From an optimization exercise on the open Yosys and OpenROAD flow, aimed at small area, a short achievable clock period and few clock cycles per item; shortcuts taken in it are not production practice. In this exercise RTL edits were held to simulation tests only and were not proved equivalent to the original.

==> flow/design.v (outline; a module is shown in full before it is edited, if it fits) <==
// module iu_alu: 62 lines
// module iu_mul: 50 lines
// module iu_mac: 1351 lines
// module iu_div: 111 lines
// module iu_wb_ctrl: 50 lines
// module iu_top: 75 lines
// module iu_core: 45 lines
module iu_core (
  input  logic        forever_cpuclk,
  input  logic        rst_n,
  input  logic        flush,
  input  logic        issue_vld,
  input  logic [1:0]  issue_unit,
  input  logic [3:0]  issue_func,
  input  logic [31:0] issue_src0,
  input  logic [31:0] issue_src1,
  input  logic [5:0]  issue_dst_preg,
  output logic        wb_vld,
  output logic [5:0]  wb_preg,
  output logic [31:0] wb_data,
  output logic        ex1_fwd_vld,
  output logic [5:0]  ex1_fwd_preg,
  output logic [31:0] ex1_fwd_data,
  output logic        ex1_stall
);
  // ...
==> flow/run.sh <==
#!/bin/bash
# synth_recipe.tcl (not shown) runs the flow's synth.tcl, then flattens the netlist and writes it again
# the make line also repeats each setting of config.mk as NAME=value (left out here)
make -C /OpenROAD-flow-scripts/flow DESIGN_CONFIG=/design/flow/config.mk WORK_HOME=/design/flow/orfs CLKGATE_MAP_FILE= SYNTH_SCRIPT=/design/flow/synth_recipe.tcl finish
==> flow/config.mk <==
export PLATFORM = sky130hd
export DESIGN_NAME = iu_core
export DESIGN_NICKNAME = iu_core
export VERILOG_FILES = /design/flow/design.v
export SDC_FILE = /design/flow/constraint.sdc
export NUM_CORES = 4
export LEC_CHECK = 0
export CAP_MARGIN = 20
export CORE_MARGIN = 2
export CORE_UTILIZATION = 60
export PLACE_DENSITY = 0.7
export SETUP_SLACK_MARGIN = 4
export SLEW_MARGIN = 20
export TNS_END_PERCENT = 0
==> flow/constraint.sdc <==
create_clock -name core_clock -period 10.0 [get_ports {forever_cpuclk}]
set_input_delay 2.0000 -clock core_clock [delete_from_list [all_inputs] [get_ports {forever_cpuclk}]]
set_output_delay 2.0000 -clock core_clock [all_outputs]
set_load 0.01 [all_outputs]
==> impl_results.md, run 1 <==
- WHS: 328 ps
- Number of multi-input combinational cells: 3917
- Post-synthesis async set-or-reset flop share: 0
- Share of final-layout standard cells stronger than drive strength 1: 0.137
- Chip Height: 273 um
- Cell count of the worst reg-to-reg path: 36
- Residual DRC: 0
- Metal-1 WL: 64800 um
- Worst Hold Path EP: u_iu_top.u_wb_ctrl.wb[36]$_DFF_P_
- Final weighted congestion in routability-driven placement: 1.03
- Data required time of the worst path: 8000 ps
- Number of synthesis warnings: 5
- Buffer cell driving the clock tree root: sky130_fd_sc_hd__clkbuf_16
- Combined buffer and inverter count along the critical path: 6
- Cells after synthesis: 5094
- Most frequent cell on the critical path: sky130_fd_sc_hd__mux2i_1
- Cell Count Post-Placement: 5934
- Drt first-iter violations: 5938
- Synthesis-to-finish area growth: 15.3%
- Area after DPL: 46000 um^2
- Shortest clock period the worst path allows after layout: 7830 ps
- Final core utilization: 0.699
- Run status: complete, no violations
- MaxCap Viol Count: 0
- Final Skew: 20.5 ps
- Share of the synthesized area in compound gates (AO/OA/AOI/OAI): 0.219
- Buffer levels on the longest clock path: 3
Testbench counts, summed over its fixed seeds: cycles 9,695, items 8,000.
==> inputs of run 2 (changes only) <==
--- a/flow/config.mk
+++ b/flow/config.mk
@@ -8,6 +8,5 @@
 export CAP_MARGIN = 20
 export CORE_MARGIN = 2
-export CORE_UTILIZATION = 60
-export PLACE_DENSITY = 0.7
+export CORE_UTILIZATION = 40
 export SETUP_SLACK_MARGIN = 4
 export SLEW_MARGIN = 20
==> run 2 against run 1 <==
  * First-iteration DRC count down 11%
  * Die area grew 49%
  * Sequential share of layout area shrank 0.45 points
  * Clock-buffer cell count grew 3
  * Setup slack lost 130 ps
==> impl_results.md, run 2 <==
- Worst-path clk slew: 60 ps (about the same)
- Cts bufs inserted: 45 (was 44)
- Grt total ovfl: 0 (unchanged)
- Final Hold Vio Count: 0 (unchanged)
- Combined global-route utilization of all metal layers: 0.311 (was 0.451)
- Count of unique library cells instantiated by Yosys: 100 (unchanged)
- MaxCap Viol Count: 0 (unchanged)
- Drt first-iter violations: 5295 (was 5938)
- Later-pin clock latency in the skew report: 650 ps (was 620 ps)
- Timing-limited maximum frequency: 126 MHz (was 128 MHz)
- Slew Viols, Final: 0 (unchanged)
- Largest incremental delay on the critical path: 470 ps (was 610 ps)
- Chip Height: 333 um (was 273 um)
- Syn Nets: 5694 (unchanged)
- Drt pass-1 iters: 7 (was 9)
- CP endpoint kind: output port (unchanged)
- Highest-delay cell along the critical path: sky130_fd_sc_hd__a2111o_1 (was sky130_fd_sc_hd__clkdlybuf4s50_1)
- Sum Neg Setup Slack: 0 ps (unchanged)
- Routed wire length: 178000 um (was 172000 um)
- Largest register by flop count: u_iu_top.u_mul.acc_q (unchanged)
- Die outline area: 111000 um^2 (was 74400 um^2)
- Predominant post-synthesis flop cell: sky130_fd_sc_hd__edfxtp_1 (unchanged)
- Initial antenna violation count: 25 (was 9)
- Run status: complete, no violations (unchanged)
- Most frequent cells in the layout: sky130_fd_sc_hd__inv_1, sky130_fd_sc_hd__nand2_1, sky130_fd_sc_hd__a21oi_1 (was sky130_fd_sc_hd__inv_1, sky130_fd_sc_hd__nand2_1, sky130_fd_sc_hd__xnor2_1)
- CTS Hold Bufs: 0 (unchanged)
- Data required time of the worst path: 8000 ps (about the same)
- Chip width: 333 um (was 273 um)
- Number of synthesized register bits: 347 (unchanged)
- Buffer levels on the longest clock path: 3 (unchanged)
- Biggest area contributors in the synthesized netlist: sky130_fd_sc_hd__edfxtp_1, sky130_fd_sc_hd__fa_1, sky130_fd_sc_hd__ha_1 (unchanged)
- Residual antenna-violating net count after detailed routing: 0 (unchanged)
- WHS: 325 ps (was 328 ps)
- Count of H-tree levels built during CTS: 2 (unchanged)
- Most frequently used cell type in the post-synthesis netlist: sky130_fd_sc_hd__inv_1 (unchanged)
- Worst min path class: reg2reg (unchanged)
- Share of final-layout standard cells stronger than drive strength 1: 0.149 (was 0.137)
- Final setup vio count: 0 (unchanged)
- Crit-path max FO: 7 (was 32)
- Largest registers: u_iu_top.u_mul.acc_q: 49 flops, u_iu_top.u_wb_ctrl.wb: 39 flops (unchanged)
- Fraction of the yosys area taken by sequential cells: 0.206 (unchanged)
- Share of the cycle needed by the critical path after routing: 0.796 (was 0.783)
- Final Skew: 49.4 ps (was 20.5 ps)
- Drt wl/cell: 26.7 um (was 28.0 um)
- Number of input and output port buffers inserted: 158 (unchanged)
- Initial cell density of the core: 0.404 (was 0.606)
- Leading cell type in the layout, fill and taps excluded: sky130_fd_sc_hd__inv_1 (unchanged)
- Half-perimeter wire length after placement: 134000 um (was 130000 um)
- Number of rows created at floorplan: 120 (was 98)
- Pin count of the biggest net entering global routing: 61 (was 72)
- Number of synthesis warnings: 5 (unchanged)
- Most frequent cells after synthesis: sky130_fd_sc_hd__inv_1, sky130_fd_sc_hd__nand2_1, sky130_fd_sc_hd__a21oi_1 (unchanged)
- Cell count of the worst reg-to-reg path: 30 (was 36)
- CTS tree: yes (unchanged)
- Cell Count Post-Placement: 6434 (was 5934)
- Total Nets Final: 5826 (was 5751)
- Number of global-route vias before repair: 39100 (was 39500)
- Shortest clock period the worst path allows after layout: 7960 ps (was 7830 ps)
- Post-synthesis async set-or-reset flop share: 0 (unchanged)
- Number of instances on the worst hold path: 0 (unchanged)
- Vias per Instance: 6.08 (was 6.76)
- Startpoint-to-endpoint class of the critical path: in2out (unchanged)
- Core area: 107000 um^2 (was 71500 um^2)
- Met3 capacity usage during global routing: 0.0641 (was 0.107)
- Routing layer with the top usage in global route: met2 (unchanged)
- Tightest slew margin relative to the limit: 0.183 (was 0.162)
- I/O Pins: 159 (unchanged)
- Synthesis-to-finish area growth: 18.3% (was 15.3%)
- Buffer cell driving the clock tree root: sky130_fd_sc_hd__clkbuf_16 (unchanged)
- RSZ-0062 raised after global routing: true (unchanged)
- Area fraction of the dominant cell type after synthesis: 0.136 (unchanged)
- Post-route insts no fill: 6667 (was 6137)
- Global-route wire length before repair: 260000 um (was 252000 um)
- Cell area after synthesis: 43300 um^2 (unchanged)
- Avg Synthesized Cell Area: 8.50 um^2 (unchanged)
- Area after DPL: 46800 um^2 (was 46000 um^2)
- Total number of vias: 40500 (was 41500)
- Post-route cell area: 51200 um^2 (was 50000 um^2)
- Setup crit start kind: input port (unchanged)
- CTS Sinks: 347 (unchanged)
- Arrival time of the worst setup path: 5960 ps (was 5830 ps)
- Cells after synthesis: 5094 (unchanged)
- Global-route met2 utilization: 0.465 (was 0.676)
- Residual DRC: 0 (unchanged)
- Final weighted congestion in routability-driven placement: 1.00 (was 1.03)
- Biggest area consumer among synthesized cells: sky130_fd_sc_hd__edfxtp_1 (unchanged)
- Count of flip-flops with a built-in enable after synthesis: 196 (unchanged)
- Largest register FFs: 49 (unchanged)
- Slew @ Worst Pin: 1220 ps (was 1260 ps)
- Met1 Track Usage GR: 0.412 (was 0.592)
- Critical path, cell by cell: clkdlybuf4s15_1 -> inv_2 -> ha_4 -> nor2_1 -> nand3_1 -> or3_1 -> o21ba_4 -> a2111o_1 -> a211oi_2 -> o31a_1 -> o21ai_2 -> nor4_4 -> o21ai_1 -> mux2i_1 -> nand3_2 -> clkdlybuf4s15_2 (was buf_6 -> buf_6 -> inv_2 -> ha_1 -> mux2i_4 -> buf_4 -> buf_16 -> nor2_1 -> a21oi_2 -> mux2i_1 -> mux2i_1 -> mux2i_1 -> mux2i_1 -> nand2_1 -> o21ai_0 -> a221oi_2 -> clkdlybuf4s50_1)
## run 2: cell types whose count changed in the layout (fill, tap and decap cells not counted), sizes merged, moves of 4 or more
cell / change
clkbuf: +4
clkinv: +4
dlymetal6s2s: -5
buf: +66
clkdlybuf4s50: +6
## run 2: final timing paths
check / startpoint / to / slack (ps)
setup / recovery: issue_src0[15] / ex1_fwd_data[30] / 2040
hold / removal: u_iu_top.u_wb_ctrl.s2_preg[3]$_DFF_P_ / u_iu_top.u_wb_ctrl.wb[35]$_DFF_P_ / 330
hold reg to reg: u_iu_top.u_wb_ctrl.s2_preg[3]$_DFF_P_ / u_iu_top.u_wb_ctrl.wb[35]$_DFF_P_ / 330
setup reg to reg: u_iu_top.u_mul.mul_busy2$_SDFF_PP0_ / u_iu_top.u_wb_ctrl.wb[28]$_DFF_P_ / 2190
## run 2: cells by family after synthesis
family | Yosys count | synth area share
xor+xnor | 496 | 0.100
compound gates | 1455 | 0.219
buf+inv | 833 | 0.0732
flops | 347 | 0.206
fa+ha+maj | 520 | 0.194
mux | 357 | 0.0892
simple gates | 1086 | 0.119
## run 2: repair_timing
action / 4_1_cts / 5_1_grt
pin swaps: 115 / 43
gates resized for setup: 421 / 58
cloned: 5 / 2
endpoints found under the setup margin: 348 / 345
buffers inserted: 117 / 24
## run 2: layout make-up
| class | count | area [um^2] |
|---|---|---|
| clock buffers | 59 | 1240 |
| multi-input cells | 3918 | 33100 |
| clock inverters | 25 | 239 |
| well taps | 1403 | 1760 |
| flip-flops and latches | 347 | 8920 |
| inverters | 465 | 1790 |
| fillers | 10400 | 56000 |
| repair buffers | 449 | 4160 |
| diodes | 1 | 2.50 |
## run 2: layer usage
metal	routed length (um)	vias to the layer above
met5	197	-
met1	72200	19600
met2	75200	2321
met3	18000	473
met4	12700	30
li1	-	18100
## run 2: worst max-delay path, delay by kind of cell
kind	cells	cell delay, ps
AO/OA/AOI/OAI	6	1450
AND/OR/NAND/NOR	5	1240
buffers and inverters	3	710
adder cells (fa/ha/maj)	1	300
multiplexers	1	240
## run 2: stage by stage
stage / utilization / setup slack [ps]
detailed placement: 0.437 / 648
floorplan: - / 2830
global route: 0.478 / 1990
global placement: 0.437 / 583
finish: 0.478 / 2040
CTS: 0.473 / 2240
==> module iu_alu, before the edit <==
module iu_alu (
  input  logic [iu_pkg::FUNC_W-1:0] func,
  input  logic [iu_pkg::XLEN-1:0]   src0,
  input  logic [iu_pkg::XLEN-1:0]   src1,
  output logic [iu_pkg::XLEN-1:0]   rslt
);
  logic        sub;
  logic [32:0] sum;
  logic [32:0] sum_add;
  logic [32:0] sum_sub;
  logic        ltu;
  logic        lt;
  logic        left;
  logic        arith;
  logic [4:0]  rot_n;
  logic        fill;
  logic [31:0] rot0;
  logic [31:0] rot1;
  logic [31:0] rot2;
  logic [31:0] rot3;
  logic [31:0] rot4;
  logic [31:0] ge_sh;
  logic [31:0] keep;
  logic [31:0] sh_rslt;
  assign sub = func[0] | func[3];
  assign sum_add = {1'b0, src0} + {1'b0, src1};
  assign sum_sub = {1'b0, src0} - {1'b0, src1};
  assign sum = sub ? {~sum_sub[32], sum_sub[31:0]} : sum_add;
  assign ltu = ~sum[32];
  assign lt  = (src0[31] ^ src1[31]) ? src0[31] : sum[31];
  assign left  = ~func[1];
  assign arith = func[0] & func[1];
  assign rot_n = left ? 5'd0 - src1[4:0] : src1[4:0];
  assign fill  = arith & src0[31];
  assign rot0 = rot_n[0] ? {src0[0],     src0[31:1]}  : src0;
  assign rot1 = rot_n[1] ? {rot0[1:0],   rot0[31:2]}  : rot0;
  assign rot2 = rot_n[2] ? {rot1[3:0],   rot1[31:4]}  : rot1;
  assign rot3 = rot_n[3] ? {rot2[7:0],   rot2[31:8]}  : rot2;
  assign rot4 = rot_n[4] ? {rot3[15:0],  rot3[31:16]} : rot3;
  always_comb begin
    for (int i = 0; i < 32; i++) begin
      ge_sh[i] = (5'(i) >= src1[4:0]);
    end
    for (int i = 0; i < 32; i++) begin
      keep[i] = left ? ge_sh[i] : ge_sh[31-i];
    end
  end
  assign sh_rslt = (rot4 & keep) | ({32{fill}} & ~keep);
  always_comb begin
    if (func[3]) begin
      rslt = {31'd0, func[0] ? ltu : lt};
    end else begin
      case (func[2:0])
        3'd0, 3'd1: rslt = sum[31:0];
        3'd2:       rslt = src0 & src1;
        3'd3:       rslt = src0 | src1;
        3'd4:       rslt = src0 ^ src1;
        default:    rslt = sh_rslt;
      endcase
    end
  end
endmodule
==> module iu_mul, before the edit <==
module iu_mul (
  input  logic                      forever_cpuclk,
  input  logic                      rst_n,
  input  logic                      flush,
  input  logic                      sel,
  input  logic [iu_pkg::FUNC_W-1:0] func,
  input  logic [iu_pkg::XLEN-1:0]   src0,
  input  logic [iu_pkg::XLEN-1:0]   src1,
  output logic                      mul_busy1,
  output logic                      mul_busy2,
  output logic [iu_pkg::XLEN-1:0]   mul_rslt
);
  logic        signed_op;
  logic [32:0] a_q;
  logic [32:0] b_q;
  logic [48:0] acc_q;
  logic        high_q;
  logic [16:0] my;
  logic [32:0] mz;
  logic [49:0] mp;
  assign signed_op = (func == iu_pkg::MUL_MULH);
  assign my = mul_busy2 ? b_q[32:16] : {1'b0, b_q[15:0]};
  assign mz = mul_busy2 ? acc_q[48:16] : 33'd0;
  iu_mac u_mac (
    .x (a_q),
    .y (my),
    .z (mz),
    .p (mp)
  );
  always_ff @(posedge forever_cpuclk) begin
    if (!rst_n || flush) begin
      mul_busy1 <= 1'b0;
      mul_busy2 <= 1'b0;
    end else begin
      mul_busy1 <= sel;
      mul_busy2 <= mul_busy1;
    end
  end
  always_ff @(posedge forever_cpuclk) begin
    if (sel) begin
      a_q    <= {signed_op & src0[31], src0};
      b_q    <= {signed_op & src1[31], src1};
      high_q <= func[0] | func[1];
    end
    if (mul_busy1) begin
      acc_q  <= mp[48:0];
    end
  end
  assign mul_rslt = high_q ? mp[47:16] : {mp[15:0], acc_q[15:0]};
endmodule
==> module iu_div, before the edit <==
module iu_div (
  input  logic                      forever_cpuclk,
  input  logic                      rst_n,
  input  logic                      flush,
  input  logic                      sel,
  input  logic [iu_pkg::FUNC_W-1:0] func,
  input  logic [iu_pkg::XLEN-1:0]   src0,
  input  logic [iu_pkg::XLEN-1:0]   src1,
  input  logic [iu_pkg::PREG_W-1:0] dst_preg,
  output logic                      div_busy,
  output logic                      div_done,
  output logic [iu_pkg::PREG_W-1:0] div_preg,
  output logic [iu_pkg::XLEN-1:0]   div_rslt
);
  logic        is_signed;
  logic        s0_neg;
  logic        s1_neg;
  logic        norm_q;
  logic [31:0] rem_q;
  logic [31:0] dvs_q;
  logic [31:0] quo_q;
  logic [4:0]  cnt_q;
  logic        bz_q;
  logic        q_neg_q;
  logic        r_neg_q;
  logic        rem_sel_q;
  logic [5:0]  za;
  logic [5:0]  zb;
  logic [5:0]  sdiff;
  logic        early;
  logic [31:0] dvs_norm;
  logic [32:0] diff1;
  logic        bit1;
  logic [31:0] rem1;
  logic [31:0] dvs1;
  logic [32:0] diff2;
  logic        bit2;
  logic [31:0] rem2;
  logic [31:0] fin_q;
  logic [31:0] fin_r;
  logic [31:0] fin_v;
  logic        fin_n;
  assign is_signed = ~func[0];
  assign s0_neg    = is_signed & src0[31];
  assign s1_neg    = is_signed & src1[31];
  always_comb begin
    za = 6'd32;
    zb = 6'd32;
    for (int i = 0; i < 32; i++) begin
      if (rem_q[i]) za = 6'(31 - i);
      if (dvs_q[i]) zb = 6'(31 - i);
    end
  end
  assign sdiff    = zb - za;
  assign early    = bz_q | sdiff[5];
  assign dvs_norm = dvs_q << sdiff[4:0];
  assign diff1 = {1'b0, rem_q} - {1'b0, dvs_q};
  assign bit1  = ~diff1[32];
  assign rem1  = bit1 ? diff1[31:0] : rem_q;
  assign dvs1  = {1'b0, dvs_q[31:1]};
  assign diff2 = {1'b0, rem1} - {1'b0, dvs1};
  assign bit2  = ~diff2[32];
  assign rem2  = bit2 ? diff2[31:0] : rem1;
  assign div_done = div_busy & (norm_q ? early : (cnt_q[4:1] == 4'd0));
  always_comb begin
    if (norm_q) begin
      fin_q = {32{bz_q}};
      fin_r = rem_q;
    end else if (cnt_q[0]) begin
      fin_q = {quo_q[29:0], bit1, bit2};
      fin_r = rem2;
    end else begin
      fin_q = {quo_q[30:0], bit1};
      fin_r = rem1;
    end
  end
  assign fin_v    = rem_sel_q ? fin_r : fin_q;
  assign fin_n    = rem_sel_q ? r_neg_q : q_neg_q;
  assign div_rslt = fin_n ? -fin_v : fin_v;
  always_ff @(posedge forever_cpuclk) begin
    if (!rst_n || flush) begin
      div_busy <= 1'b0;
    end else if (sel) begin
      div_busy <= 1'b1;
    end else if (div_done) begin
      div_busy <= 1'b0;
    end
  end
  always_ff @(posedge forever_cpuclk) begin
    if (sel) begin
      norm_q    <= 1'b1;
      rem_q     <= s0_neg ? -src0 : src0;
      dvs_q     <= s1_neg ? -src1 : src1;
      bz_q      <= (src1 == 32'd0);
      q_neg_q   <= (s0_neg ^ s1_neg) & (src1 != 32'd0);
      r_neg_q   <= s0_neg;
      rem_sel_q <= func[1];
      div_preg  <= dst_preg;
    end else if (norm_q) begin
      norm_q <= 1'b0;
      dvs_q  <= dvs_norm;
      quo_q  <= 32'd0;
      cnt_q  <= sdiff[4:0];
    end else begin
      rem_q <= rem2;
      dvs_q <= {2'b00, dvs_q[31:2]};
      quo_q <= {quo_q[29:0], bit1, bit2};
      cnt_q <= cnt_q - 5'd2;
    end
  end
endmodule
==> module iu_wb_ctrl, before the edit <==
module iu_wb_ctrl (
  input  logic                      forever_cpuclk,
  input  logic                      rst_n,
  input  logic                      flush,
  input  iu_pkg::iu_issue_t         issue,
  input  logic                      alu_sel,
  input  logic                      mul_sel,
  input  logic [iu_pkg::XLEN-1:0]   alu_rslt,
  input  logic                      mul_busy2,
  input  logic [iu_pkg::XLEN-1:0]   mul_rslt,
  input  logic                      div_done,
  input  logic [iu_pkg::PREG_W-1:0] div_preg,
  input  logic [iu_pkg::XLEN-1:0]   div_rslt,
  output iu_pkg::iu_rslt_t          wb,
  output iu_pkg::iu_rslt_t          ex1_fwd
);
  logic                      s1_vld;
  logic [iu_pkg::PREG_W-1:0] s1_preg;
  logic [iu_pkg::XLEN-1:0]   s1_data;
  logic                      s2_vld;
  logic [iu_pkg::PREG_W-1:0] s2_preg;
  logic [iu_pkg::XLEN-1:0]   s2_data;
  always_comb begin
    ex1_fwd.vld  = alu_sel;
    ex1_fwd.preg = issue.dst_preg;
    ex1_fwd.data = alu_rslt;
  end
  always_ff @(posedge forever_cpuclk) begin
    if (!rst_n) begin
      s1_vld <= 1'b0;
      s2_vld <= 1'b0;
      wb.vld <= 1'b0;
    end else begin
      s1_vld <= ~flush & (alu_sel | mul_sel);
      s2_vld <= ~flush & (s1_vld | div_done);
      wb.vld <= ~flush & s2_vld;
    end
    s1_preg <= issue.dst_preg;
    s1_data <= alu_rslt;
    if (div_done) begin
      s2_preg <= div_preg;
      s2_data <= div_rslt;
    end else begin
      s2_preg <= s1_preg;
      s2_data <= s1_data;
    end
    wb.preg <= s2_preg;
    wb.data <= mul_busy2 ? mul_rslt : s2_data;
  end
endmodule
==> module iu_top, before the edit <==
module iu_top (
  input  logic              forever_cpuclk,
  input  logic              rst_n,
  input  logic              flush,
  input  iu_pkg::iu_issue_t issue,
  output iu_pkg::iu_rslt_t  wb,
  output iu_pkg::iu_rslt_t  ex1_fwd,
  output logic              ex1_stall
);
  logic                    issue_go;
  logic                    alu_sel;
  logic                    mul_sel;
  logic                    div_sel;
  logic [iu_pkg::XLEN-1:0] alu_rslt;
  logic [iu_pkg::XLEN-1:0] mul_rslt;
  logic [iu_pkg::XLEN-1:0] div_rslt;
  logic                    mul_busy1;
  logic                    mul_busy2;
  logic                    div_busy;
  logic                    div_done;
  logic [iu_pkg::PREG_W-1:0] div_preg;
  assign ex1_stall = (div_busy & ~div_done) | (mul_busy1 & (issue.unit == iu_pkg::UNIT_MUL));
  assign issue_go  = issue.vld & ~ex1_stall & ~flush;
  assign alu_sel   = issue_go & (issue.unit == iu_pkg::UNIT_ALU);
  assign mul_sel   = issue_go & (issue.unit == iu_pkg::UNIT_MUL);
  assign div_sel   = issue_go & (issue.unit == iu_pkg::UNIT_DIV);
  iu_alu u_alu (
    .func (issue.func),
    .src0 (issue.src0),
    .src1 (issue.src1),
    .rslt (alu_rslt  )
  );
  iu_mul u_mul (
    .forever_cpuclk (forever_cpuclk),
    .rst_n          (rst_n         ),
    .flush          (flush         ),
    .sel            (mul_sel       ),
    .func           (issue.func    ),
    .src0           (issue.src0    ),
    .src1           (issue.src1    ),
    .mul_busy1      (mul_busy1     ),
    .mul_busy2      (mul_busy2     ),
    .mul_rslt       (mul_rslt      )
  );
  iu_div u_div (
    .forever_cpuclk (forever_cpuclk),
    .rst_n          (rst_n         ),
    .flush          (flush         ),
    .sel            (div_sel       ),
    .func           (issue.func    ),
    .src0           (issue.src0    ),
    .src1           (issue.src1    ),
    .div_busy       (div_busy      ),
    .dst_preg       (issue.dst_preg),
    .div_done       (div_done      ),
    .div_preg       (div_preg      ),
    .div_rslt       (div_rslt      )
  );
  iu_wb_ctrl u_wb_ctrl (
    .forever_cpuclk (forever_cpuclk),
    .rst_n          (rst_n         ),
    .flush          (flush         ),
    .issue          (issue         ),
    .alu_sel        (alu_sel       ),
    .mul_sel        (mul_sel       ),
    .alu_rslt       (alu_rslt      ),
    .mul_busy2      (mul_busy2     ),
    .mul_rslt       (mul_rslt      ),
    .div_done       (div_done      ),
    .div_preg       (div_preg      ),
    .div_rslt       (div_rslt      ),
    .wb             (wb            ),
    .ex1_fwd        (ex1_fwd       )
  );
endmodule
==> inputs of run 3 (changes only) <==
--- a/flow/design.v
+++ b/flow/design.v
@@ -57,6 +57,4 @@
   logic        sub;
   logic [32:0] sum;
-  logic [32:0] sum_add;
-  logic [32:0] sum_sub;
   logic        ltu;
   logic        lt;
@@ -74,7 +72,11 @@
   logic [31:0] sh_rslt;
   assign sub = func[0] | func[3];
-  assign sum_add = {1'b0, src0} + {1'b0, src1};
-  assign sum_sub = {1'b0, src0} - {1'b0, src1};
-  assign sum = sub ? {~sum_sub[32], sum_sub[31:0]} : sum_add;
+  iu_ks_add u_add (
+    .a  (src0),
+    .b  (src1 ^ {32{sub}}),
+    .ci (sub),
+    .s  (sum[31:0]),
+    .co (sum[32])
+  );
   assign ltu = ~sum[32];
   assign lt  = (src0[31] ^ src1[31]) ? src0[31] : sum[31];
@@ -111,4 +113,505 @@
   end
 endmodule
+module iu_ks_add (
+  input  logic [31:0] a,
+  input  logic [31:0] b,
+  input  logic        ci,
+  output logic [31:0] s,
+  output logic        co
+);
+  logic [31:0] p;
+  logic [31:0] g0;
+  assign p = a ^ b;
+  assign g0 = a & b;
+  logic gc0;
+  assign gc0 = g0[0] | (p[0] & ci);
+  logic g1_1;
+  assign g1_1 = g0[1] | (p[1] & gc0);
+  logic g1_2;
+  assign g1_2 = g0[2] | (p[2] & g0[1]);
+  logic p1_2;
+  assign p1_2 = p[2] & p[1];
+  logic g1_3;
+  assign g1_3 = g0[3] | (p[3] & g0[2]);
+  logic p1_3;
+  assign p1_3 = p[3] & p[2];
+  logic g1_4;
+  assign g1_4 = g0[4] | (p[4] & g0[3]);
+  logic p1_4;
+  assign p1_4 = p[4] & p[3];
+  logic g1_5;
+  assign g1_5 = g0[5] | (p[5] & g0[4]);
+  logic p1_5;
+  assign p1_5 = p[5] & p[4];
+  logic g1_6;
+  assign g1_6 = g0[6] | (p[6] & g0[5]);
+  logic p1_6;
+  assign p1_6 = p[6] & p[5];
+  logic g1_7;
+  assign g1_7 = g0[7] | (p[7] & g0[6]);
+  logic p1_7;
+  assign p1_7 = p[7] & p[6];
+  logic g1_8;
+  assign g1_8 = g0[8] | (p[8] & g0[7]);
+  logic p1_8;
+  assign p1_8 = p[8] & p[7];
+  logic g1_9;
+  assign g1_9 = g0[9] | (p[9] & g0[8]);
+  logic p1_9;
+  assign p1_9 = p[9] & p[8];
+  logic g1_10;
+  assign g1_10 = g0[10] | (p[10] & g0[9]);
+  logic p1_10;
+  assign p1_10 = p[10] & p[9];
+  logic g1_11;
+  assign g1_11 = g0[11] | (p[11] & g0[10]);
+  logic p1_11;
+  assign p1_11 = p[11] & p[10];
+  logic g1_12;
+  assign g1_12 = g0[12] | (p[12] & g0[11]);
+  logic p1_12;
+  assign p1_12 = p[12] & p[11];
+  logic g1_13;
+  assign g1_13 = g0[13] | (p[13] & g0[12]);
+  logic p1_13;
+  assign p1_13 = p[13] & p[12];
+  logic g1_14;
+  assign g1_14 = g0[14] | (p[14] & g0[13]);
+  logic p1_14;
+  assign p1_14 = p[14] & p[13];
+  logic g1_15;
+  assign g1_15 = g0[15] | (p[15] & g0[14]);
+  logic p1_15;
+  assign p1_15 = p[15] & p[14];
+  logic g1_16;
+  assign g1_16 = g0[16] | (p[16] & g0[15]);
+  logic p1_16;
+  assign p1_16 = p[16] & p[15];
+  logic g1_17;
+  assign g1_17 = g0[17] | (p[17] & g0[16]);
+  logic p1_17;
+  assign p1_17 = p[17] & p[16];
+  logic g1_18;
+  assign g1_18 = g0[18] | (p[18] & g0[17]);
+  logic p1_18;
+  assign p1_18 = p[18] & p[17];
+  logic g1_19;
+  assign g1_19 = g0[19] | (p[19] & g0[18]);
+  logic p1_19;
+  assign p1_19 = p[19] & p[18];
+  logic g1_20;
+  assign g1_20 = g0[20] | (p[20] & g0[19]);
+  logic p1_20;
+  assign p1_20 = p[20] & p[19];
+  logic g1_21;
+  assign g1_21 = g0[21] | (p[21] & g0[20]);
+  logic p1_21;
+  assign p1_21 = p[21] & p[20];
+  logic g1_22;
+  assign g1_22 = g0[22] | (p[22] & g0[21]);
+  logic p1_22;
+  assign p1_22 = p[22] & p[21];
+  logic g1_23;
+  assign g1_23 = g0[23] | (p[23] & g0[22]);
+  logic p1_23;
+  assign p1_23 = p[23] & p[22];
+  logic g1_24;
+  assign g1_24 = g0[24] | (p[24] & g0[23]);
+  logic p1_24;
+  assign p1_24 = p[24] & p[23];
+  logic g1_25;
+  assign g1_25 = g0[25] | (p[25] & g0[24]);
+  logic p1_25;
+  assign p1_25 = p[25] & p[24];
+  logic g1_26;
+  assign g1_26 = g0[26] | (p[26] & g0[25]);
+  logic p1_26;
+  assign p1_26 = p[26] & p[25];
+  logic g1_27;
+  assign g1_27 = g0[27] | (p[27] & g0[26]);
+  logic p1_27;
+  assign p1_27 = p[27] & p[26];
+  logic g1_28;
+  assign g1_28 = g0[28] | (p[28] & g0[27]);
+  logic p1_28;
+  assign p1_28 = p[28] & p[27];
+  logic g1_29;
+  assign g1_29 = g0[29] | (p[29] & g0[28]);
+  logic p1_29;
+  assign p1_29 = p[29] & p[28];
+  logic g1_30;
+  assign g1_30 = g0[30] | (p[30] & g0[29]);
+  logic p1_30;
+  assign p1_30 = p[30] & p[29];
+  logic g1_31;
+  assign g1_31 = g0[31] | (p[31] & g0[30]);
+  logic p1_31;
+  assign p1_31 = p[31] & p[30];
+  logic g2_2;
+  assign g2_2 = g1_2 | (p1_2 & gc0);
+  logic g2_3;
+  assign g2_3 = g1_3 | (p1_3 & g1_1);
+  logic g2_4;
+  assign g2_4 = g1_4 | (p1_4 & g1_2);
+  logic p2_4;
+  assign p2_4 = p1_4 & p1_2;
+  logic g2_5;
+  assign g2_5 = g1_5 | (p1_5 & g1_3);
+  logic p2_5;
+  assign p2_5 = p1_5 & p1_3;
+  logic g2_6;
+  assign g2_6 = g1_6 | (p1_6 & g1_4);
+  logic p2_6;
+  assign p2_6 = p1_6 & p1_4;
+  logic g2_7;
+  assign g2_7 = g1_7 | (p1_7 & g1_5);
+  logic p2_7;
+  assign p2_7 = p1_7 & p1_5;
+  logic g2_8;
+  assign g2_8 = g1_8 | (p1_8 & g1_6);
+  logic p2_8;
+  assign p2_8 = p1_8 & p1_6;
+  logic g2_9;
+  assign g2_9 = g1_9 | (p1_9 & g1_7);
+  logic p2_9;
+  assign p2_9 = p1_9 & p1_7;
+  logic g2_10;
+  assign g2_10 = g1_10 | (p1_10 & g1_8);
+  logic p2_10;
+  assign p2_10 = p1_10 & p1_8;
+  logic g2_11;
+  assign g2_11 = g1_11 | (p1_11 & g1_9);
+  logic p2_11;
+  assign p2_11 = p1_11 & p1_9;
+  logic g2_12;
+  assign g2_12 = g1_12 | (p1_12 & g1_10);
+  logic p2_12;
+  assign p2_12 = p1_12 & p1_10;
+  logic g2_13;
+  assign g2_13 = g1_13 | (p1_13 & g1_11);
+  logic p2_13;
+  assign p2_13 = p1_13 & p1_11;
+  logic g2_14;
+  assign g2_14 = g1_14 | (p1_14 & g1_12);
+  logic p2_14;
+  assign p2_14 = p1_14 & p1_12;
+  logic g2_15;
+  assign g2_15 = g1_15 | (p1_15 & g1_13);
+  logic p2_15;
+  assign p2_15 = p1_15 & p1_13;
+  logic g2_16;
+  assign g2_16 = g1_16 | (p1_16 & g1_14);
+  logic p2_16;
+  assign p2_16 = p1_16 & p1_14;
+  logic g2_17;
+  assign g2_17 = g1_17 | (p1_17 & g1_15);
+  logic p2_17;
+  assign p2_17 = p1_17 & p1_15;
+  logic g2_18;
+  assign g2_18 = g1_18 | (p1_18 & g1_16);
+  logic p2_18;
+  assign p2_18 = p1_18 & p1_16;
+  logic g2_19;
+  assign g2_19 = g1_19 | (p1_19 & g1_17);
+  logic p2_19;
+  assign p2_19 = p1_19 & p1_17;
+  logic g2_20;
+  assign g2_20 = g1_20 | (p1_20 & g1_18);
+  logic p2_20;
+  assign p2_20 = p1_20 & p1_18;
+  logic g2_21;
+  assign g2_21 = g1_21 | (p1_21 & g1_19);
+  logic p2_21;
+  assign p2_21 = p1_21 & p1_19;
+  logic g2_22;
+  assign g2_22 = g1_22 | (p1_22 & g1_20);
+  logic p2_22;
+  assign p2_22 = p1_22 & p1_20;
+  logic g2_23;
+  assign g2_23 = g1_23 | (p1_23 & g1_21);
+  logic p2_23;
+  assign p2_23 = p1_23 & p1_21;
+  logic g2_24;
+  assign g2_24 = g1_24 | (p1_24 & g1_22);
+  logic p2_24;
+  assign p2_24 = p1_24 & p1_22;
+  logic g2_25;
+  assign g2_25 = g1_25 | (p1_25 & g1_23);
+  logic p2_25;
+  assign p2_25 = p1_25 & p1_23;
+  logic g2_26;
+  assign g2_26 = g1_26 | (p1_26 & g1_24);
+  logic p2_26;
+  assign p2_26 = p1_26 & p1_24;
+  logic g2_27;
+  assign g2_27 = g1_27 | (p1_27 & g1_25);
+  logic p2_27;
+  assign p2_27 = p1_27 & p1_25;
+  logic g2_28;
+  assign g2_28 = g1_28 | (p1_28 & g1_26);
+  logic p2_28;
+  assign p2_28 = p1_28 & p1_26;
+  logic g2_29;
+  assign g2_29 = g1_29 | (p1_29 & g1_27);
+  logic p2_29;
+  assign p2_29 = p1_29 & p1_27;
+  logic g2_30;
+  assign g2_30 = g1_30 | (p1_30 & g1_28);
+  logic p2_30;
+  assign p2_30 = p1_30 & p1_28;
+  logic g2_31;
+  assign g2_31 = g1_31 | (p1_31 & g1_29);
+  logic p2_31;
+  assign p2_31 = p1_31 & p1_29;
+  logic g3_4;
+  assign g3_4 = g2_4 | (p2_4 & gc0);
+  logic g3_5;
+  assign g3_5 = g2_5 | (p2_5 & g1_1);
+  logic g3_6;
+  assign g3_6 = g2_6 | (p2_6 & g2_2);
+  logic g3_7;
+  assign g3_7 = g2_7 | (p2_7 & g2_3);
+  logic g3_8;
+  assign g3_8 = g2_8 | (p2_8 & g2_4);
+  logic p3_8;
+  assign p3_8 = p2_8 & p2_4;
+  logic g3_9;
+  assign g3_9 = g2_9 | (p2_9 & g2_5);
+  logic p3_9;
+  assign p3_9 = p2_9 & p2_5;
+  logic g3_10;
+  assign g3_10 = g2_10 | (p2_10 & g2_6);
+  logic p3_10;
+  assign p3_10 = p2_10 & p2_6;
+  logic g3_11;
+  assign g3_11 = g2_11 | (p2_11 & g2_7);
+  logic p3_11;
+  assign p3_11 = p2_11 & p2_7;
+  logic g3_12;
+  assign g3_12 = g2_12 | (p2_12 & g2_8);
+  logic p3_12;
+  assign p3_12 = p2_12 & p2_8;
+  logic g3_13;
+  assign g3_13 = g2_13 | (p2_13 & g2_9);
+  logic p3_13;
+  assign p3_13 = p2_13 & p2_9;
+  logic g3_14;
+  assign g3_14 = g2_14 | (p2_14 & g2_10);
+  logic p3_14;
+  assign p3_14 = p2_14 & p2_10;
+  logic g3_15;
+  assign g3_15 = g2_15 | (p2_15 & g2_11);
+  logic p3_15;
+  assign p3_15 = p2_15 & p2_11;
+  logic g3_16;
+  assign g3_16 = g2_16 | (p2_16 & g2_12);
+  logic p3_16;
+  assign p3_16 = p2_16 & p2_12;
+  logic g3_17;
+  assign g3_17 = g2_17 | (p2_17 & g2_13);
+  logic p3_17;
+  assign p3_17 = p2_17 & p2_13;
+  logic g3_18;
+  assign g3_18 = g2_18 | (p2_18 & g2_14);
+  logic p3_18;
+  assign p3_18 = p2_18 & p2_14;
+  logic g3_19;
+  assign g3_19 = g2_19 | (p2_19 & g2_15);
+  logic p3_19;
+  assign p3_19 = p2_19 & p2_15;
+  logic g3_20;
+  assign g3_20 = g2_20 | (p2_20 & g2_16);
+  logic p3_20;
+  assign p3_20 = p2_20 & p2_16;
+  logic g3_21;
+  assign g3_21 = g2_21 | (p2_21 & g2_17);
+  logic p3_21;
+  assign p3_21 = p2_21 & p2_17;
+  logic g3_22;
+  assign g3_22 = g2_22 | (p2_22 & g2_18);
+  logic p3_22;
+  assign p3_22 = p2_22 & p2_18;
+  logic g3_23;
+  assign g3_23 = g2_23 | (p2_23 & g2_19);
+  logic p3_23;
+  assign p3_23 = p2_23 & p2_19;
+  logic g3_24;
+  assign g3_24 = g2_24 | (p2_24 & g2_20);
+  logic p3_24;
+  assign p3_24 = p2_24 & p2_20;
+  logic g3_25;
+  assign g3_25 = g2_25 | (p2_25 & g2_21);
+  logic p3_25;
+  assign p3_25 = p2_25 & p2_21;
+  logic g3_26;
+  assign g3_26 = g2_26 | (p2_26 & g2_22);
+  logic p3_26;
+  assign p3_26 = p2_26 & p2_22;
+  logic g3_27;
+  assign g3_27 = g2_27 | (p2_27 & g2_23);
+  logic p3_27;
+  assign p3_27 = p2_27 & p2_23;
+  logic g3_28;
+  assign g3_28 = g2_28 | (p2_28 & g2_24);
+  logic p3_28;
+  assign p3_28 = p2_28 & p2_24;
+  logic g3_29;
+  assign g3_29 = g2_29 | (p2_29 & g2_25);
+  logic p3_29;
+  assign p3_29 = p2_29 & p2_25;
+  logic g3_30;
+  assign g3_30 = g2_30 | (p2_30 & g2_26);
+  logic p3_30;
+  assign p3_30 = p2_30 & p2_26;
+  logic g3_31;
+  assign g3_31 = g2_31 | (p2_31 & g2_27);
+  logic p3_31;
+  assign p3_31 = p2_31 & p2_27;
+  logic g4_8;
+  assign g4_8 = g3_8 | (p3_8 & gc0);
+  logic g4_9;
+  assign g4_9 = g3_9 | (p3_9 & g1_1);
+  logic g4_10;
+  assign g4_10 = g3_10 | (p3_10 & g2_2);
+  logic g4_11;
+  assign g4_11 = g3_11 | (p3_11 & g2_3);
+  logic g4_12;
+  assign g4_12 = g3_12 | (p3_12 & g3_4);
+  logic g4_13;
+  assign g4_13 = g3_13 | (p3_13 & g3_5);
+  logic g4_14;
+  assign g4_14 = g3_14 | (p3_14 & g3_6);
+  logic g4_15;
+  assign g4_15 = g3_15 | (p3_15 & g3_7);
+  logic g4_16;
+  assign g4_16 = g3_16 | (p3_16 & g3_8);
+  logic p4_16;
+  assign p4_16 = p3_16 & p3_8;
+  logic g4_17;
+  assign g4_17 = g3_17 | (p3_17 & g3_9);
+  logic p4_17;
+  assign p4_17 = p3_17 & p3_9;
+  logic g4_18;
+  assign g4_18 = g3_18 | (p3_18 & g3_10);
+  logic p4_18;
+  assign p4_18 = p3_18 & p3_10;
+  logic g4_19;
+  assign g4_19 = g3_19 | (p3_19 & g3_11);
+  logic p4_19;
+  assign p4_19 = p3_19 & p3_11;
+  logic g4_20;
+  assign g4_20 = g3_20 | (p3_20 & g3_12);
+  logic p4_20;
+  assign p4_20 = p3_20 & p3_12;
+  logic g4_21;
+  assign g4_21 = g3_21 | (p3_21 & g3_13);
+  logic p4_21;
+  assign p4_21 = p3_21 & p3_13;
+  logic g4_22;
+  assign g4_22 = g3_22 | (p3_22 & g3_14);
+  logic p4_22;
+  assign p4_22 = p3_22 & p3_14;
+  logic g4_23;
+  assign g4_23 = g3_23 | (p3_23 & g3_15);
+  logic p4_23;
+  assign p4_23 = p3_23 & p3_15;
+  logic g4_24;
+  assign g4_24 = g3_24 | (p3_24 & g3_16);
+  logic p4_24;
+  assign p4_24 = p3_24 & p3_16;
+  logic g4_25;
+  assign g4_25 = g3_25 | (p3_25 & g3_17);
+  logic p4_25;
+  assign p4_25 = p3_25 & p3_17;
+  logic g4_26;
+  assign g4_26 = g3_26 | (p3_26 & g3_18);
+  logic p4_26;
+  assign p4_26 = p3_26 & p3_18;
+  logic g4_27;
+  assign g4_27 = g3_27 | (p3_27 & g3_19);
+  logic p4_27;
+  assign p4_27 = p3_27 & p3_19;
+  logic g4_28;
+  assign g4_28 = g3_28 | (p3_28 & g3_20);
+  logic p4_28;
+  assign p4_28 = p3_28 & p3_20;
+  logic g4_29;
+  assign g4_29 = g3_29 | (p3_29 & g3_21);
+  logic p4_29;
+  assign p4_29 = p3_29 & p3_21;
+  logic g4_30;
+  assign g4_30 = g3_30 | (p3_30 & g3_22);
+  logic p4_30;
+  assign p4_30 = p3_30 & p3_22;
+  logic g4_31;
+  assign g4_31 = g3_31 | (p3_31 & g3_23);
+  logic p4_31;
+  assign p4_31 = p3_31 & p3_23;
+  logic g5_16;
+  assign g5_16 = g4_16 | (p4_16 & gc0);
+  logic g5_17;
+  assign g5_17 = g4_17 | (p4_17 & g1_1);
+  logic g5_18;
+  assign g5_18 = g4_18 | (p4_18 & g2_2);
+  logic g5_19;
+  assign g5_19 = g4_19 | (p4_19 & g2_3);
+  logic g5_20;
+  assign g5_20 = g4_20 | (p4_20 & g3_4);
+  logic g5_21;
+  assign g5_21 = g4_21 | (p4_21 & g3_5);
+  logic g5_22;
+  assign g5_22 = g4_22 | (p4_22 & g3_6);
+  logic g5_23;
+  assign g5_23 = g4_23 | (p4_23 & g3_7);
+  logic g5_24;
+  assign g5_24 = g4_24 | (p4_24 & g4_8);
+  logic g5_25;
+  assign g5_25 = g4_25 | (p4_25 & g4_9);
+  logic g5_26;
+  assign g5_26 = g4_26 | (p4_26 & g4_10);
+  logic g5_27;
+  assign g5_27 = g4_27 | (p4_27 & g4_11);
+  logic g5_28;
+  assign g5_28 = g4_28 | (p4_28 & g4_12);
+  logic g5_29;
+  assign g5_29 = g4_29 | (p4_29 & g4_13);
+  logic g5_30;
+  assign g5_30 = g4_30 | (p4_30 & g4_14);
+  logic g5_31;
+  assign g5_31 = g4_31 | (p4_31 & g4_15);
+  assign s[0] = p[0] ^ ci;
+  assign s[1] = p[1] ^ gc0;
+  assign s[2] = p[2] ^ g1_1;
+  assign s[3] = p[3] ^ g2_2;
+  assign s[4] = p[4] ^ g2_3;
+  assign s[5] = p[5] ^ g3_4;
+  assign s[6] = p[6] ^ g3_5;
+  assign s[7] = p[7] ^ g3_6;
+  assign s[8] = p[8] ^ g3_7;
+  assign s[9] = p[9] ^ g4_8;
+  assign s[10] = p[10] ^ g4_9;
+  assign s[11] = p[11] ^ g4_10;
+  assign s[12] = p[12] ^ g4_11;
+  assign s[13] = p[13] ^ g4_12;
+  assign s[14] = p[14] ^ g4_13;
+  assign s[15] = p[15] ^ g4_14;
+  assign s[16] = p[16] ^ g4_15;
+  assign s[17] = p[17] ^ g5_16;
+  assign s[18] = p[18] ^ g5_17;
+  assign s[19] = p[19] ^ g5_18;
+  assign s[20] = p[20] ^ g5_19;
+  assign s[21] = p[21] ^ g5_20;
+  assign s[22] = p[22] ^ g5_21;
+  assign s[23] = p[23] ^ g5_22;
+  assign s[24] = p[24] ^ g5_23;
+  assign s[25] = p[25] ^ g5_24;
+  assign s[26] = p[26] ^ g5_25;
+  assign s[27] = p[27] ^ g5_26;
+  assign s[28] = p[28] ^ g5_27;
+  assign s[29] = p[29] ^ g5_28;
+  assign s[30] = p[30] ^ g5_29;
+  assign s[31] = p[31] ^ g5_30;
+  assign co = g5_31;
+endmodule
 `timescale 1ns/100ps
 module iu_mul (
@@ -156,7 +659,7 @@
       high_q <= func[0] | func[1];
     end
-    if (mul_busy1) begin
-      acc_q  <= mp[48:0];
-    end
+  end
+  always_ff @(posedge forever_cpuclk) begin
+    acc_q <= mp[48:0];
   end
   assign mul_rslt = high_q ? mp[47:16] : {mp[15:0], acc_q[15:0]};
@@ -1526,10 +2029,13 @@
   output logic                      div_done,
   output logic [iu_pkg::PREG_W-1:0] div_preg,
-  output logic [iu_pkg::XLEN-1:0]   div_rslt
+  output logic [iu_pkg::XLEN-1:0]   div_rslt,
+  output logic                      div_neg
 );
   logic        is_signed;
   logic        s0_neg;
   logic        s1_neg;
-  logic        norm_q;
+  logic        early_q;
+  logic [31:0] abs0;
+  logic [31:0] abs1;
   logic [31:0] rem_q;
   logic [31:0] dvs_q;
@@ -1545,39 +2051,49 @@
   logic        early;
   logic [31:0] dvs_norm;
-  logic [32:0] diff1;
+  logic [31:0] diff1;
   logic        bit1;
   logic [31:0] rem1;
   logic [31:0] dvs1;
-  logic [32:0] diff2;
+  logic [31:0] diff2;
   logic        bit2;
   logic [31:0] rem2;
   logic [31:0] fin_q;
   logic [31:0] fin_r;
-  logic [31:0] fin_v;
-  logic        fin_n;
   assign is_signed = ~func[0];
   assign s0_neg    = is_signed & src0[31];
   assign s1_neg    = is_signed & src1[31];
+  assign abs0 = s0_neg ? -src0 : src0;
+  assign abs1 = s1_neg ? -src1 : src1;
   always_comb begin
     za = 6'd32;
     zb = 6'd32;
     for (int i = 0; i < 32; i++) begin
-      if (rem_q[i]) za = 6'(31 - i);
-      if (dvs_q[i]) zb = 6'(31 - i);
+      if (abs0[i]) za = 6'(31 - i);
+      if (abs1[i]) zb = 6'(31 - i);
     end
   end
   assign sdiff    = zb - za;
-  assign early    = bz_q | sdiff[5];
-  assign dvs_norm = dvs_q << sdiff[4:0];
-  assign diff1 = {1'b0, rem_q} - {1'b0, dvs_q};
-  assign bit1  = ~diff1[32];
-  assign rem1  = bit1 ? diff1[31:0] : rem_q;
-  assign dvs1  = {1'b0, dvs_q[31:1]};
-  assign diff2 = {1'b0, rem1} - {1'b0, dvs1};
-  assign bit2  = ~diff2[32];
-  assign rem2  = bit2 ? diff2[31:0] : rem1;
-  assign div_done = div_busy & (norm_q ? early : (cnt_q[4:1] == 4'd0));
+  assign early    = (src1 == 32'd0) | sdiff[5];
+  assign dvs_norm = abs1 << sdiff[4:0];
+  iu_bk_add u_step1 (
+    .a  (rem_q),
+    .b  (~dvs_q),
+    .ci (1'b1),
+    .s  (diff1),
+    .co (bit1)
+  );
+  assign rem1 = bit1 ? diff1 : rem_q;
+  assign dvs1 = {1'b0, dvs_q[31:1]};
+  iu_bk_add u_step2 (
+    .a  (rem1),
+    .b  (~dvs1),
+    .ci (1'b1),
+    .s  (diff2),
+    .co (bit2)
+  );
+  assign rem2 = bit2 ? diff2 : rem1;
+  assign div_done = div_busy & (early_q | (cnt_q[4:1] == 4'd0));
   always_comb begin
-    if (norm_q) begin
+    if (early_q) begin
       fin_q = {32{bz_q}};
       fin_r = rem_q;
@@ -1590,7 +2106,6 @@
     end
   end
-  assign fin_v    = rem_sel_q ? fin_r : fin_q;
-  assign fin_n    = rem_sel_q ? r_neg_q : q_neg_q;
-  assign div_rslt = fin_n ? -fin_v : fin_v;
+  assign div_rslt = rem_sel_q ? fin_r : fin_q;
+  assign div_neg  = rem_sel_q ? r_neg_q : q_neg_q;
   always_ff @(posedge forever_cpuclk) begin
     if (!rst_n || flush) begin
@@ -1604,7 +2119,9 @@
   always_ff @(posedge forever_cpuclk) begin
     if (sel) begin
-      norm_q    <= 1'b1;
-      rem_q     <= s0_neg ? -src0 : src0;
-      dvs_q     <= s1_neg ? -src1 : src1;
+      early_q   <= early;
+      rem_q     <= abs0;
+      dvs_q     <= dvs_norm;
+      quo_q     <= 32'd0;
+      cnt_q     <= sdiff[4:0];
       bz_q      <= (src1 == 32'd0);
       q_neg_q   <= (s0_neg ^ s1_neg) & (src1 != 32'd0);
@@ -1612,9 +2129,4 @@
       rem_sel_q <= func[1];
       div_preg  <= dst_preg;
-    end else if (norm_q) begin
-      norm_q <= 1'b0;
-      dvs_q  <= dvs_norm;
-      quo_q  <= 32'd0;
-      cnt_q  <= sdiff[4:0];
     end else begin
       rem_q <= rem2;
@@ -1625,4 +2137,217 @@
   end
 endmodule
+module iu_bk_add (
+  input  logic [31:0] a,
+  input  logic [31:0] b,
+  input  logic        ci,
+  output logic [31:0] s,
+  output logic        co
+);
+  logic [31:0] g;
+  logic [31:0] p;
+  assign g = a & b;
+  assign p = a ^ b;
+  logic g0c;
+  assign g0c = g[0] | (p[0] & ci);
+  logic gg1;
+  assign gg1 = g[1] | (p[1] & g0c);
+  logic gg2;
+  assign gg2 = g[3] | (p[3] & g[2]);
+  logic pp2;
+  assign pp2 = p[3] & p[2];
+  logic gg3;
+  assign gg3 = g[5] | (p[5] & g[4]);
+  logic pp3;
+  assign pp3 = p[5] & p[4];
+  logic gg4;
+  assign gg4 = g[7] | (p[7] & g[6]);
+  logic pp4;
+  assign pp4 = p[7] & p[6];
+  logic gg5;
+  assign gg5 = g[9] | (p[9] & g[8]);
+  logic pp5;
+  assign pp5 = p[9] & p[8];
+  logic gg6;
+  assign gg6 = g[11] | (p[11] & g[10]);
+  logic pp6;
+  assign pp6 = p[11] & p[10];
+  logic gg7;
+  assign gg7 = g[13] | (p[13] & g[12]);
+  logic pp7;
+  assign pp7 = p[13] & p[12];
+  logic gg8;
+  assign gg8 = g[15] | (p[15] & g[14]);
+  logic pp8;
+  assign pp8 = p[15] & p[14];
+  logic gg9;
+  assign gg9 = g[17] | (p[17] & g[16]);
+  logic pp9;
+  assign pp9 = p[17] & p[16];
+  logic gg10;
+  assign gg10 = g[19] | (p[19] & g[18]);
+  logic pp10;
+  assign pp10 = p[19] & p[18];
+  logic gg11;
+  assign gg11 = g[21] | (p[21] & g[20]);
+  logic pp11;
+  assign pp11 = p[21] & p[20];
+  logic gg12;
+  assign gg12 = g[23] | (p[23] & g[22]);
+  logic pp12;
+  assign pp12 = p[23] & p[22];
+  logic gg13;
+  assign gg13 = g[25] | (p[25] & g[24]);
+  logic pp13;
+  assign pp13 = p[25] & p[24];
+  logic gg14;
+  assign gg14 = g[27] | (p[27] & g[26]);
+  logic pp14;
+  assign pp14 = p[27] & p[26];
+  logic gg15;
+  assign gg15 = g[29] | (p[29] & g[28]);
+  logic pp15;
+  assign pp15 = p[29] & p[28];
+  logic gg16;
+  assign gg16 = g[31] | (p[31] & g[30]);
+  logic pp16;
+  assign pp16 = p[31] & p[30];
+  logic gg17;
+  assign gg17 = gg2 | (pp2 & gg1);
+  logic gg18;
+  assign gg18 = gg4 | (pp4 & gg3);
+  logic pp18;
+  assign pp18 = pp4 & pp3;
+  logic gg19;
+  assign gg19 = gg6 | (pp6 & gg5);
+  logic pp19;
+  assign pp19 = pp6 & pp5;
+  logic gg20;
+  assign gg20 = gg8 | (pp8 & gg7);
+  logic pp20;
+  assign pp20 = pp8 & pp7;
+  logic gg21;
+  assign gg21 = gg10 | (pp10 & gg9);
+  logic pp21;
+  assign pp21 = pp10 & pp9;
+  logic gg22;
+  assign gg22 = gg12 | (pp12 & gg11);
+  logic pp22;
+  assign pp22 = pp12 & pp11;
+  logic gg23;
+  assign gg23 = gg14 | (pp14 & gg13);
+  logic pp23;
+  assign pp23 = pp14 & pp13;
+  logic gg24;
+  assign gg24 = gg16 | (pp16 & gg15);
+  logic pp24;
+  assign pp24 = pp16 & pp15;
+  logic gg25;
+  assign gg25 = gg18 | (pp18 & gg17);
+  logic gg26;
+  assign gg26 = gg20 | (pp20 & gg19);
+  logic pp26;
+  assign pp26 = pp20 & pp19;
+  logic gg27;
+  assign gg27 = gg22 | (pp22 & gg21);
+  logic pp27;
+  assign pp27 = pp22 & pp21;
+  logic gg28;
+  assign gg28 = gg24 | (pp24 & gg23);
+  logic pp28;
+  assign pp28 = pp24 & pp23;
+  logic gg29;
+  assign gg29 = gg26 | (pp26 & gg25);
+  logic gg30;
+  assign gg30 = gg28 | (pp28 & gg27);
+  logic pp30;
+  assign pp30 = pp28 & pp27;
+  logic gg31;
+  assign gg31 = gg30 | (pp30 & gg29);
+  logic gg32;
+  assign gg32 = gg27 | (pp27 & gg29);
+  logic gg33;
+  assign gg33 = gg19 | (pp19 & gg25);
+  logic gg34;
+  assign gg34 = gg21 | (pp21 & gg29);
+  logic gg35;
+  assign gg35 = gg23 | (pp23 & gg32);
+  logic gg36;
+  assign gg36 = gg3 | (pp3 & gg17);
+  logic gg37;
+  assign gg37 = gg5 | (pp5 & gg25);
+  logic gg38;
+  assign gg38 = gg7 | (pp7 & gg33);
+  logic gg39;
+  assign gg39 = gg9 | (pp9 & gg29);
+  logic gg40;
+  assign gg40 = gg11 | (pp11 & gg34);
+  logic gg41;
+  assign gg41 = gg13 | (pp13 & gg32);
+  logic gg42;
+  assign gg42 = gg15 | (pp15 & gg35);
+  logic gg43;
+  assign gg43 = g[2] | (p[2] & gg1);
+  logic gg44;
+  assign gg44 = g[4] | (p[4] & gg17);
+  logic gg45;
+  assign gg45 = g[6] | (p[6] & gg36);
+  logic gg46;
+  assign gg46 = g[8] | (p[8] & gg25);
+  logic gg47;
+  assign gg47 = g[10] | (p[10] & gg37);
+  logic gg48;
+  assign gg48 = g[12] | (p[12] & gg33);
+  logic gg49;
+  assign gg49 = g[14] | (p[14] & gg38);
+  logic gg50;
+  assign gg50 = g[16] | (p[16] & gg29);
+  logic gg51;
+  assign gg51 = g[18] | (p[18] & gg39);
+  logic gg52;
+  assign gg52 = g[20] | (p[20] & gg34);
+  logic gg53;
+  assign gg53 = g[22] | (p[22] & gg40);
+  logic gg54;
+  assign gg54 = g[24] | (p[24] & gg32);
+  logic gg55;
+  assign gg55 = g[26] | (p[26] & gg41);
+  logic gg56;
+  assign gg56 = g[28] | (p[28] & gg35);
+  logic gg57;
+  assign gg57 = g[30] | (p[30] & gg42);
+  assign s[0] = p[0] ^ ci;
+  assign s[1] = p[1] ^ g0c;
+  assign s[2] = p[2] ^ gg1;
+  assign s[3] = p[3] ^ gg43;
+  assign s[4] = p[4] ^ gg17;
+  assign s[5] = p[5] ^ gg44;
+  assign s[6] = p[6] ^ gg36;
+  assign s[7] = p[7] ^ gg45;
+  assign s[8] = p[8] ^ gg25;
+  assign s[9] = p[9] ^ gg46;
+  assign s[10] = p[10] ^ gg37;
+  assign s[11] = p[11] ^ gg47;
+  assign s[12] = p[12] ^ gg33;
+  assign s[13] = p[13] ^ gg48;
+  assign s[14] = p[14] ^ gg38;
+  assign s[15] = p[15] ^ gg49;
+  assign s[16] = p[16] ^ gg29;
+  assign s[17] = p[17] ^ gg50;
+  assign s[18] = p[18] ^ gg39;
+  assign s[19] = p[19] ^ gg51;
+  assign s[20] = p[20] ^ gg34;
+  assign s[21] = p[21] ^ gg52;
+  assign s[22] = p[22] ^ gg40;
+  assign s[23] = p[23] ^ gg53;
+  assign s[24] = p[24] ^ gg32;
+  assign s[25] = p[25] ^ gg54;
+  assign s[26] = p[26] ^ gg41;
+  assign s[27] = p[27] ^ gg55;
+  assign s[28] = p[28] ^ gg35;
+  assign s[29] = p[29] ^ gg56;
+  assign s[30] = p[30] ^ gg42;
+  assign s[31] = p[31] ^ gg57;
+  assign co = gg31;
+endmodule
 `timescale 1ns/100ps
 module iu_wb_ctrl (
@@ -1639,4 +2364,5 @@
   input  logic [iu_pkg::PREG_W-1:0] div_preg,
   input  logic [iu_pkg::XLEN-1:0]   div_rslt,
+  input  logic                      div_neg,
   output iu_pkg::iu_rslt_t          wb,
   output iu_pkg::iu_rslt_t          ex1_fwd
@@ -1648,4 +2374,5 @@
   logic [iu_pkg::PREG_W-1:0] s2_preg;
   logic [iu_pkg::XLEN-1:0]   s2_data;
+  logic                      s2_neg;
   always_comb begin
     ex1_fwd.vld  = alu_sel;
@@ -1672,6 +2399,7 @@
       s2_data <= s1_data;
     end
+    s2_neg  <= div_done & div_neg;
     wb.preg <= s2_preg;
-    wb.data <= mul_busy2 ? mul_rslt : s2_data;
+    wb.data <= mul_busy2 ? mul_rslt : (s2_neg ? -s2_data : s2_data);
   end
 endmodule
@@ -1693,4 +2421,5 @@
   logic [iu_pkg::XLEN-1:0] mul_rslt;
   logic [iu_pkg::XLEN-1:0] div_rslt;
+  logic                    div_neg;
   logic                    mul_busy1;
   logic                    mul_busy2;
@@ -1733,5 +2462,6 @@
     .div_done       (div_done      ),
     .div_preg       (div_preg      ),
-    .div_rslt       (div_rslt      )
+    .div_rslt       (div_rslt      ),
+    .div_neg        (div_neg       )
   );
   iu_wb_ctrl u_wb_ctrl (
@@ -1748,4 +2478,5 @@
     .div_preg       (div_preg      ),
     .div_rslt       (div_rslt      ),
+    .div_neg        (div_neg       ),
     .wb             (wb            ),
     .ex1_fwd        (ex1_fwd       )
--- a/flow/config.mk
+++ b/flow/config.mk
@@ -8,5 +8,6 @@
 export CAP_MARGIN = 20
 export CORE_MARGIN = 2
-export CORE_UTILIZATION = 40
+export CORE_UTILIZATION = 80
+export PLACE_DENSITY = 0.9
 export SETUP_SLACK_MARGIN = 4
 export SLEW_MARGIN = 20
==> run 3 against run 2 <==
  * Synthesized cell count is 3.5% lower
  * The run now fails in global routing (5_1_grt)
  * Synthesized area down 2.2%
==> impl_results.md, run 3 <==
- Cell area after synthesis: 42400 um^2 (was 43300 um^2)
- Syn Nets: 5543 (was 5694)
- Number of synthesis warnings: 5 (unchanged)
- Post-synthesis async set-or-reset flop share: 0 (unchanged)
- Post-synthesis simple-gate area fraction: 0.121 (was 0.119)
- Largest family of logic cells by synthesized area: adder cells (was compound AO/OA/AOI/OAI gates)
- Multiplexer fraction of the synthesized cell area: 0.0987 (was 0.0892)
- Count of flip-flops with a built-in enable after synthesis: 79 (was 196)
- Fraction of the yosys area taken by sequential cells: 0.183 (was 0.206)
- Number of rows created at floorplan: 84 (was 120)
- Run status: aborted with a tool error (was complete, no violations)
- Number of input and output port buffers inserted: 158 (unchanged)
- Half-perimeter wire length after placement: 122000 um (was 134000 um)
- Combined global-route utilization of all metal layers: 0.912
- Avg Synthesized Cell Area: 8.62 um^2 (was 8.50 um^2)
- Share of the synthesized area in compound gates (AO/OA/AOI/OAI): 0.208 (was 0.219)
- Global-route wire length before repair: 373000 um
- Number of global-route vias before repair: 54900
- Synth Area in XOR/XNOR: 0.102 (was 0.100)
- Chip width: 234 um (was 333 um)
- Biggest area consumer among synthesized cells: sky130_fd_sc_hd__fa_1 (was sky130_fd_sc_hd__edfxtp_1)
- Count of H-tree levels built during CTS: 2 (unchanged)
- Area fraction of the dominant cell type after synthesis: 0.133 (was 0.136)
- Most frequently used cell type in the post-synthesis netlist: sky130_fd_sc_hd__inv_1 (unchanged)
- Buffer levels on the longest clock path: 3 (unchanged)
- Area after DPL: 44400 um^2 (was 46800 um^2)
- First Err: [ERROR GRT-0116] Global routing finished with congestion. Check the congestion regions in the DRC Viewer.
- Buffer cell driving the clock tree root: sky130_fd_sc_hd__clkbuf_16 (unchanged)
- Cts bufs inserted: 41 (was 45)
- Pin count of the biggest net entering global routing: 68
- Initial cell density of the core: 0.808 (was 0.404)
- Cells after synthesis: 4917 (was 5094)
- Grt total ovfl: 1036
- Chip Height: 234 um (was 333 um)
- Synth Area in Adders: 0.211 (was 0.194)
- Number of synthesized register bits: 348 (was 347)
- Count of unique library cells instantiated by Yosys: 101 (was 100)
- Most frequent cells after synthesis: sky130_fd_sc_hd__inv_1, sky130_fd_sc_hd__xnor2_1, sky130_fd_sc_hd__a21oi_1 (was sky130_fd_sc_hd__inv_1, sky130_fd_sc_hd__nand2_1, sky130_fd_sc_hd__a21oi_1)
- Last stage the flow got to: global routing (5_1_grt)
- Predominant post-synthesis flop cell: sky130_fd_sc_hd__dfxtp_1 (was sky130_fd_sc_hd__edfxtp_1)
- I/O Pins: 159 (unchanged)
- Biggest area contributors in the synthesized netlist: sky130_fd_sc_hd__fa_1, sky130_fd_sc_hd__dfxtp_1, sky130_fd_sc_hd__ha_1 (was sky130_fd_sc_hd__edfxtp_1, sky130_fd_sc_hd__fa_1, sky130_fd_sc_hd__ha_1)
- CTS Sinks: 348 (was 347)
- Final weighted congestion in routability-driven placement: 1.18 (was 1.00)
==> run 3: cell count changes after synthesis, moves of 28 or more <==
cell	change
sky130_fd_sc_hd__dfxtp_1	+118
sky130_fd_sc_hd__edfxtp_1	-117
sky130_fd_sc_hd__nand2_1	-113
sky130_fd_sc_hd__o21ai_0	-84
sky130_fd_sc_hd__a21oi_1	-55
sky130_fd_sc_hd__o22ai_1	+43
sky130_fd_sc_hd__o21ai_1	-38
sky130_fd_sc_hd__nor3_1	+34
sky130_fd_sc_hd__nor2b_1	-31
sky130_fd_sc_hd__inv_1	-30
sky130_fd_sc_hd__and2_1	+29
sky130_fd_sc_hd__fa_1	+29
sky130_fd_sc_hd__mux2i_1	-28
==> run 3: per-stage QoR <==
stage | setup slack (ps) | std cells | util
after floorplan | 2610 | 4917 | -
after global placement | 1270 | 5499 | 0.846
after detailed placement | 1210 | 5499 | 0.846
after CTS | 2820 | 5687 | 0.917
==> run 3: logic make-up after synthesis <==
logic type / count (synthesis)
buf+inv: 818
xor+xnor: 490
compound gates: 1324
simple gates: 1039
mux: 352
flops: 348
fa+ha+maj: 546
==> run 3: worst min-delay path by stage <==
stage	startpoint	end	slack, ps	cells past startpoint
after detailed placement	u_iu_top.u_wb_ctrl.s2_preg[5]$_DFF_P_	u_iu_top.u_wb_ctrl.wb[37]$_DFF_P_	310	0
after global placement	u_iu_top.u_wb_ctrl.s2_preg[1]$_DFF_P_	u_iu_top.u_wb_ctrl.wb[33]$_DFF_P_	310	0
after CTS	u_iu_top.u_wb_ctrl.s2_preg[5]$_DFF_P_	u_iu_top.u_wb_ctrl.wb[37]$_DFF_P_	330	0
after floorplan	u_iu_top.u_wb_ctrl.s2_preg[0]$_DFF_P_	u_iu_top.u_wb_ctrl.wb[32]$_DFF_P_	310	0
==> run 3: layer usage <==
layer	global-route usage	GRT overflow
met1	0.885	86
met2	1.02	549
met3	0.834	88
met4	0.923	294
met5	0.703	19
==> run 3: what timing repair did <==
action / 4_1_cts
endpoints found under the hold margin: 0
endpoints found under the setup margin: 205
cloned: 11
gates resized for setup: 365
pin swaps: 62
buffers inserted: 101
hold buffers: 0
Testbench counts of run 3, summed over its fixed seeds: cycles 9,475, items 8,000.

## port drivers added, routing unchanged
In the flow no input, the clock included, has a driving cell. The finished layouts below were timed again as built, in two steps. Step 1, drivers: a clkbuf_16 drives forever_cpuclk and a buf_2 each remaining input, both assumed. Step 2 adds t to the input delays and takes it off the output delays; t is the mean of the earliest and latest rising clock arrival at the registers after step 1. Input paths then give back, and output paths get back, about the clock's delay inside the block. Three values: ideal, step 1, step 2; two values: the first two.
| run | t (ns) | slack for setup (ns) | cell pins on the clock port's net |
|---|---|---|---|
| run 1 | 0.680 | 2.166 / 2.123 / 2.123 | 1 |
| run 2 | 0.700 | 2.038 / 2.012 / 2.012 | 1 |
After both steps every run listed still meets setup and hold. For run 1, which loses most, drivers alone change the setup slack by -0.043 ns; drivers and shift together by -0.043 ns.
